From an optimization exercise on the open Yosys and OpenROAD flow, aimed at small area, a short achievable clock period and few clock cycles; shortcuts taken in it are not production practice.
Function was checked by simulation only, so behaviour that the tests miss may differ from the original.
No activity file was given, so power comes from the tool's default toggle rates.

==> flow/design.v <==
package hkv_pkg;
    localparam int KEY_W   = 31;
    localparam int VALUE_W = 32;
    localparam int OP_W    = 2;
    localparam int STAT_W  = 2;
    localparam int DEFAULT_BUCKETS = 16;
    localparam int DEFAULT_WAYS    = 4;
    localparam logic [OP_W-1:0] OP_INSERT = 2'd0;
    localparam logic [OP_W-1:0] OP_READ   = 2'd1;
    localparam logic [OP_W-1:0] OP_DELETE = 2'd2;
    localparam logic [STAT_W-1:0] ST_DONE      = 2'd0;
    localparam logic [STAT_W-1:0] ST_NOT_FOUND = 2'd1;
    localparam logic [STAT_W-1:0] ST_FULL      = 2'd2;
    localparam logic [VALUE_W-1:0] VAL_MISS = 32'hFFFF_FFFF;
    localparam logic [VALUE_W-1:0] VAL_ACK  = 32'h0000_0001;
    typedef struct packed {
        logic found;
        logic have_free;
    } way_hit_t;
endpackage
import hkv_pkg::*;
module hashed_key_value_table_core
#(
    parameter int BUCKETS = DEFAULT_BUCKETS,
    parameter int WAYS    = DEFAULT_WAYS
)
(
    input  logic                      clk,
    input  logic                      rst_n,
    input  logic                      start,
    output logic                      busy,
    input  logic [OP_W-1:0]           operation,
    input  logic [KEY_W-1:0]          key,
    input  logic signed [VALUE_W-1:0] value,
    output logic                      done,
    output logic signed [VALUE_W-1:0] result_value,
    output logic                      hit,
    output logic [STAT_W-1:0]         status
);
    localparam int BW = 4;             
    localparam int TW = KEY_W - BW;    
    localparam int NW = BUCKETS * WAYS;
    logic [NW*TW-1:0]      tag_mem;      
    logic [NW*VALUE_W-1:0] val_mem;      
    logic [NW-1:0]      valid_q;
    logic               a_vld, b_vld, c_vld, d_vld, e_vld;
    logic [OP_W-1:0]    a_op, b_op, c_op;
    logic [KEY_W-1:0]   a_key, b_key, c_key, d_key;
    logic [VALUE_W-1:0] a_val, b_val, c_val, d_val;
    logic [BUCKETS-1:0] a_bsel;
    logic [WAYS*TW-1:0] b_row;
    logic [WAYS-1:0]    b_rowv;
    logic [3:1]         b_sb, b_eq;
    logic [WAYS-1:0]    c_m, c_v;
    logic               c_sb1, c_eq1;
    logic [WAYS-1:0]    d_ins, d_del;
    logic [NW-1:0]      d_we, d_rs;
    logic               d_k0, d_k1, d_hit, d_dl;
    logic [STAT_W-1:0]  d_st;
    logic [WAYS-1:0]    e_ins, e_del;
    logic               done_q, hit_q;
    logic [VALUE_W-1:0] res_q;
    logic [STAT_W-1:0]  st_q;
    assign busy = 1'b0;
    always_ff @(posedge clk or negedge rst_n)
    begin
        if (!rst_n)
        begin
            a_vld  <= 1'b0;
            b_vld  <= 1'b0;
            c_vld  <= 1'b0;
            d_vld  <= 1'b0;
            e_vld  <= 1'b0;
            done_q <= 1'b0;
        end
        else
        begin
            a_vld  <= start;
            b_vld  <= a_vld;
            c_vld  <= b_vld;
            d_vld  <= c_vld;
            e_vld  <= d_vld;
            done_q <= d_vld;
        end
    end
    always_ff @(posedge clk)
    begin
        a_op  <= operation;
        a_key <= key;
        a_val <= value;
        for (int b = 0; b < BUCKETS; b++)
            a_bsel[b] <= (key[BW-1:0] == BW'(b));
    end
    logic [WAYS*TW-1:0] a_row;
    logic [WAYS-1:0] a_rowv;
    always_comb
    begin
        for (int w = 0; w < WAYS; w++)
        begin
            a_row[w*TW +: TW] = '0;
            a_rowv[w] = 1'b0;
            for (int b = 0; b < BUCKETS; b++)
            begin
                a_row[w*TW +: TW] = a_row[w*TW +: TW] | (tag_mem[(b*WAYS+w)*TW +: TW] & {TW{a_bsel[b]}});
                a_rowv[w] = a_rowv[w] | (valid_q[b*WAYS+w] & a_bsel[b]);
            end
        end
    end
    logic [3:1] a_sb, a_eq;
    always_comb
    begin
        a_sb[1] = b_vld && (a_key[BW-1:0] == b_key[BW-1:0]);
        a_sb[2] = c_vld && (a_key[BW-1:0] == c_key[BW-1:0]);
        a_sb[3] = d_vld && (a_key[BW-1:0] == d_key[BW-1:0]);
        a_eq[1] = (a_key == b_key);
        a_eq[2] = (a_key == c_key);
        a_eq[3] = (a_key == d_key);
    end
    always_ff @(posedge clk)
    begin
        b_op   <= a_op;
        b_key  <= a_key;
        b_val  <= a_val;
        b_row  <= a_row;
        b_rowv <= a_rowv;
        b_sb   <= a_sb;
        b_eq   <= a_eq;
    end
    logic [WAYS-1:0] b_m0, b_m1, b_m2, b_v1, b_v2;
    always_comb
    begin
        for (int w = 0; w < WAYS; w++)
            b_m0[w] = b_rowv[w] && (b_row[w*TW +: TW] == b_key[KEY_W-1:BW]);
        b_v1 = b_rowv;
        b_m1 = b_m0;
        if (b_sb[3])
        begin
            b_v1 = (b_rowv & ~e_del) | e_ins;
            b_m1 = (b_m0 & ~e_del & ~e_ins) | (e_ins & {WAYS{b_eq[3]}});
        end
        b_v2 = b_v1;
        b_m2 = b_m1;
        if (b_sb[2])
        begin
            b_v2 = (b_v1 & ~d_del) | d_ins;
            b_m2 = (b_m1 & ~d_del & ~d_ins) | (d_ins & {WAYS{b_eq[2]}});
        end
    end
    always_ff @(posedge clk)
    begin
        c_op  <= b_op;
        c_key <= b_key;
        c_val <= b_val;
        c_m   <= b_m2;
        c_v   <= b_v2;
        c_sb1 <= b_sb[1];
        c_eq1 <= b_eq[1];
    end
    logic [WAYS-1:0] c_m3, c_v3, c_free;
    logic            c_found, c_has_free;
    logic [WAYS-1:0] c_ins, c_del, c_upd;
    logic            c_rd, c_ack, c_hit;
    logic [STAT_W-1:0] c_st;
    logic [BUCKETS-1:0] c_bsel;
    always_comb
        for (int b = 0; b < BUCKETS; b++)
            c_bsel[b] = (c_key[BW-1:0] == BW'(b));
    always_comb
    begin
        c_v3 = c_v;
        c_m3 = c_m;
        if (c_sb1)
        begin
            c_v3 = (c_v & ~d_del) | d_ins;
            c_m3 = (c_m & ~d_del & ~d_ins) | (d_ins & {WAYS{c_eq1}});
        end
        c_found    = |c_m3;
        c_has_free = ~&c_v3;
        c_free     = '0;
        for (int w = WAYS - 1; w >= 0; w--)
            if (!c_v3[w])
                c_free = WAYS'(1) << w;
        c_ins = '0;
        c_del = '0;
        c_upd = '0;
        c_rd  = 1'b0;
        c_ack = 1'b0;
        c_hit = 1'b0;
        c_st  = ST_NOT_FOUND;
        if (c_vld)
        begin
            case (c_op)
                OP_INSERT:
                begin
                    if (c_found)
                    begin
                        c_upd = c_m3;
                        c_ack = 1'b1;
                        c_hit = 1'b1;
                        c_st  = ST_DONE;
                    end
                    else if (c_has_free)
                    begin
                        c_ins = c_free;
                        c_ack = 1'b1;
                        c_st  = ST_DONE;
                    end
                    else
                        c_st  = ST_FULL;
                end
                OP_READ:
                    if (c_found)
                    begin
                        c_rd  = 1'b1;
                        c_hit = 1'b1;
                        c_st  = ST_DONE;
                    end
                OP_DELETE:
                    if (c_found)
                    begin
                        c_del = c_m3;
                        c_rd  = 1'b1;
                        c_hit = 1'b1;
                        c_st  = ST_DONE;
                    end
                default: ;
            endcase
        end
    end
    always_ff @(posedge clk or negedge rst_n)
    begin
        if (!rst_n)
        begin
            d_ins <= '0;
            d_del <= '0;
            d_dl  <= 1'b0;
            e_ins <= '0;
            e_del <= '0;
        end
        else
        begin
            d_ins <= c_ins;
            d_del <= c_del;
            d_dl  <= |c_del;
            e_ins <= d_ins;
            e_del <= d_del;
        end
    end
    always_ff @(posedge clk)
    begin
        d_key <= c_key;
        d_val <= c_val;
        for (int b = 0; b < BUCKETS; b++)
            for (int w = 0; w < WAYS; w++)
            begin
                d_we[b*WAYS+w] <= c_bsel[b] & (c_ins[w] | c_upd[w]);
                d_rs[b*WAYS+w] <= c_bsel[b] & c_m3[w] & c_rd;
            end
        d_k0  <= !c_rd;
        d_k1  <= !c_rd && !c_ack;
        d_hit <= c_hit;
        d_st  <= c_st;
    end
    always_ff @(posedge clk)
    begin
        for (int i = 0; i < NW; i++)
            if (d_we[i])
            begin
                tag_mem[i*TW +: TW]           <= d_key[KEY_W-1:BW];
                val_mem[i*VALUE_W +: VALUE_W] <= d_val;
            end
    end
    always_ff @(posedge clk or negedge rst_n)
    begin
        if (!rst_n)
            valid_q <= '0;
        else
            for (int i = 0; i < NW; i++)
                if (d_we[i] || (d_rs[i] && d_dl))
                    valid_q[i] <= d_we[i];
    end
    logic [VALUE_W-1:0] d_rval;
    always_comb
    begin
        d_rval = '0;
        for (int i = 0; i < NW; i++)
            d_rval = d_rval | (val_mem[i*VALUE_W +: VALUE_W] & {VALUE_W{d_rs[i]}});
    end
    always_ff @(posedge clk)
    begin
        res_q <= d_rval | {{(VALUE_W-1){d_k1}}, d_k0};
        hit_q <= d_hit;
        st_q  <= d_st;
    end
    assign done         = done_q;
    assign result_value = res_q;
    assign hit          = hit_q;
    assign status       = st_q;
endmodule
clock: 4.5 ns
lec_check: 0
cap_margin: 20
core_margin: 2
core_utilization: 55
cts_cluster_diameter: 80
cts_cluster_size: 25
setup_slack_margin: 2.1
slew_margin: 20
tns_end_percent: 10
run.sh (not shown) runs the stock make flow with config.mk's settings and CLKGATE_MAP_FILE= SYNTH_SCRIPT=/design/flow/synth_recipe.tcl, a recipe that flattens the netlist after the stock synthesis.
Testbench counts at the start, summed over its fixed seeds: cycles 16,040.
Rerun with:
SETUP_SLACK_MARGIN = 1.9   (was 2.1)
TNS_END_PERCENT = unset   (was 10)
Worst hold slack barely changes.
Setup slack degrades by 0.24 ns.
Global-route usage hardly moves.
Via count stays flat.
First-iteration DRC count goes up by 0.97%.
Combinational power stays flat.
Cell count stays flat.
Non-clock buffer count is lower by 3.
Synthesized cell count is unchanged.
Wire length stays flat.
Synthesized area is unchanged.

## static timing again, ports no longer ideal
The results above use ideal ports. As a check the final layouts listed here were re-extracted and re-timed, cells and wires unchanged.
Step 1 assumes that a clkbuf_16 drives the clock port and a buf_2 every other input.
Step 2 also shifts input and output timing later by t, the mid clock arrival at the registers, as if the neighbouring blocks saw the same clock.
Slacks: ideal ports / drivers / drivers and shift; pairs: ideal ports / drivers.
| run | t, ns | slack for setup (ns) | worst setup path after step 2 | latest minus earliest clock arrival (ns) |
|---|---|---|---|---|
| the first run | 1.043 | 1.922 / 1.844 / 1.922 | register to register | 0.087 / 0.087 |
| the second run | 1.040 | 1.681 / 1.681 / 1.681 | register to register | 0.086 / 0.086 |
After both steps setup and hold are still met in every run listed.
